This is an optimization exercise on Yosys and OpenROAD, whose aim is small area, not a production implementation. In this exercise RTL edits were held to simulation tests only and were not proved equivalent to the original. Power is estimated from default activity; no workload was simulated.

Design cpu_core, start of the top module:
module cpu_core (
	input  wire logic                  clk,
	input  wire logic                  resetn,
	output logic                       inst_req,
	output logic                       inst_wr,
	output logic [1:0]                 inst_size,
	output logic [32-1:0]      inst_addr,
	output logic [32-1:0]      inst_wdata,
	input  wire logic                  inst_addr_ok,
	input  wire logic                  inst_data_ok,
	input  wire logic [32-1:0] inst_rdata,
	output logic [32-1:0]      debug_wb_pc,
	output logic [3:0]                 debug_wb_rf_wen,
	output logic [4:0]                 debug_wb_rf_wnum,
	output logic [32-1:0]      debug_wb_rf_wdata
);
	logic [1:0]            phase;
	logic                  clear;
	logic                  run;
	logic [25:0]           ir;
	logic [1:0]            itype;
	logic                  iwr;
	logic [32-1:0] pc;
	logic [4:0]            dst;
	logic [7:0]            rs_byte;
	logic [7:0]            rt_byte;
	logic [7:0]            result;
	logic                  is_slt;
	logic                  slt;
	logic                  last;
	logic [31:0]           done_bytes;
	logic                  traced;
	logic                  wr_en;
	logic                  wr_all;
	logic                  slt_set;
	logic [7:0]            rs_read;
	logic [7:0]            rt_read;
	logic [4:0]            wr_dst;
	assign inst_wr    = 1'b0;
	assign inst_size  = 2'd2;
	assign inst_wdata = '0;
	inst_fetch u_fetch (
		.clk          (clk         ),
		.resetn       (resetn      ),
		.inst_req     (inst_req    ),
		.inst_addr    (inst_addr   ),
		.inst_addr_ok (inst_addr_ok),
		.inst_data_ok (inst_data_ok),
		.inst_rdata   (inst_rdata  ),
		.phase        (phase       ),
		.clear        (clear       ),
		.run          (run         ),
		.ir           (ir          ),
		.itype        (itype       ),
		.iwr          (iwr         ),
		.pc           (pc          ),
		.traced       (traced      )
	);
	assign dst  = (itype == 2'd0) ? ir[15:11] : ir[20:16];
  ...
For scale: roughly 2700 cells after synthesis, ~1100 flip-flops, roughly 180 I/O pins, roughly 34000 um^2 of cells after synthesis.
export LEC_CHECK = 0
export CAP_MARGIN = 10
export CORE_MARGIN = 2
export CORE_UTILIZATION = 65
export PLACE_DENSITY = 0.75
export SETUP_SLACK_MARGIN = 0.1
export SLEW_MARGIN = 10
export SYNTH_HIERARCHICAL = 1
create_clock -name core_clock -period 6.0 [get_ports {clk}]
standard.sh (not shown) runs the stock make flow with config.mk's settings and CLKGATE_MAP_FILE= SYNTH_SCRIPT=/design/flow/synth_recipe.tcl, a recipe that flattens the netlist after the stock synthesis.
==> flow/flow/run.sh <==
#!/bin/bash
# The standard layout (standard.sh, with the standard synthesis
# unchanged), with two changes to how the layout is made:
#  - clock tree: clkbuf_4 buffers, leaf clusters of at most 10 sinks within
#    40 um, and no dummy loads
#  - port buffers: buf_1 (every input and output port still gets one)
# make's full output goes to standard_flow.log in this folder; each ORFS
# step also keeps its own log under orfs/logs/.
set -euo pipefail
here=$(pwd)
export CTS_ARGS="-sink_clustering_enable -repair_clock_nets -dont_use_dummy_load -buf_list sky130_fd_sc_hd__clkbuf_4 -sink_clustering_size 10 -sink_clustering_max_diameter 40"
export BUFFER_PORTS_ARGS="-buffer_cell sky130_fd_sc_hd__buf_1"
bash standard.sh > "$here/standard_flow.log" 2>&1
Then changed:
==> flow/flow/run.sh (replaced) <==
#!/bin/bash
# The standard layout (standard.sh, with the standard synthesis
# unchanged), with two changes to how the layout is made:
#  - clock tree: clkbuf_4 buffers, leaf clusters of at most 11 sinks within
#    40 um, and no dummy loads
#  - port buffers: buf_1 (every input and output port still gets one)
# make's full output goes to standard_flow.log in this folder; each ORFS
# step also keeps its own log under orfs/logs/.
set -euo pipefail
here=$(pwd)
export CTS_ARGS="-sink_clustering_enable -repair_clock_nets -dont_use_dummy_load -buf_list sky130_fd_sc_hd__clkbuf_4 -sink_clustering_size 11 -sink_clustering_max_diameter 40"
export BUFFER_PORTS_ARGS="-buffer_cell sky130_fd_sc_hd__buf_1"
bash standard.sh > "$here/standard_flow.log" 2>&1
Outcome:
- clock-buffer cell count went down by 16
- power went down by 1.6%
- utilization went down by 0.24 points

* * *

Another version of the RTL of cpu_core (not shown whole).
Size: about 180 I/O pins.
clock: 6.0 ns
lec_check: 0
cap_margin: 10
core_margin: 2
core_utilization: 65
place_density: 0.75
setup_slack_margin: 0.1
slew_margin: 10
synth_hierarchical: 1
==> flow/flow/run.sh <==
#!/bin/bash
# The standard layout (standard.sh, with the standard synthesis
# unchanged), with three changes to how the layout is made:
#  - clock tree: clkbuf_4 buffers, leaf clusters of at most 11 sinks within
#    45 um, and no dummy loads
#  - port buffers: buf_1 (every input and output port still gets one, except
#    the constant outputs, which the standard flow leaves unbuffered too)
#  - tie cells: each synthesis tie cell is kept as it is, not copied once
#    per load
# make's full output goes to standard_flow.log in this folder; each ORFS
# step also keeps its own log under orfs/logs/.
set -euo pipefail
here=$(pwd)
export CTS_ARGS="-sink_clustering_enable -repair_clock_nets -dont_use_dummy_load -buf_list sky130_fd_sc_hd__clkbuf_4 -sink_clustering_size 11 -sink_clustering_max_diameter 45"
export BUFFER_PORTS_ARGS="-buffer_cell sky130_fd_sc_hd__buf_1"
export SKIP_REPAIR_TIE_FANOUT=1
bash standard.sh > "$here/standard_flow.log" 2>&1
Change:
Settings changed: PLACE_DENSITY 0.75 to 0.7.
Effect:
- combinational power drops by about 0.8%
- non-clock buffer count is higher by 1
- utilization hardly moves
- routed wire length came out higher by about 0.9%

[static timing again, ports no longer ideal]
The results above use ideal ports. As a check the final layouts listed here were re-extracted and re-timed, cells and wires unchanged.
Step 1 sets driving cells, clkbuf_16 on the clock port and buf_2 on the other inputs (assumed; they add their load-dependent delay and slew).
Step 2 adds t to the input delays and takes it off the output delays; t is the mean of the earliest and latest rising clock arrival at the registers after step 1. Input paths then give back, and output paths get back, about the clock's delay inside the block.
Slacks: ideal / step 1 / step 2; pairs: ideal / step 1.
run | shift t [ns] | slack for setup (ns) | worst register clock-pin slew, ns
the first run of note 1 | 1.007 | 0.487 / 0.487 / 0.487 | 0.11 / 0.11
the second run of note 1 | 0.911 | 0.486 / 0.486 / 0.486 | 0.12 / 0.12
the first run of note 2 | 0.947 | 0.772 / 0.772 / 0.772 | 0.12 / 0.12
the second run of note 2 | 0.944 | 0.698 / 0.698 / 0.698 | 0.12 / 0.12
After both steps every run listed still meets setup and hold.
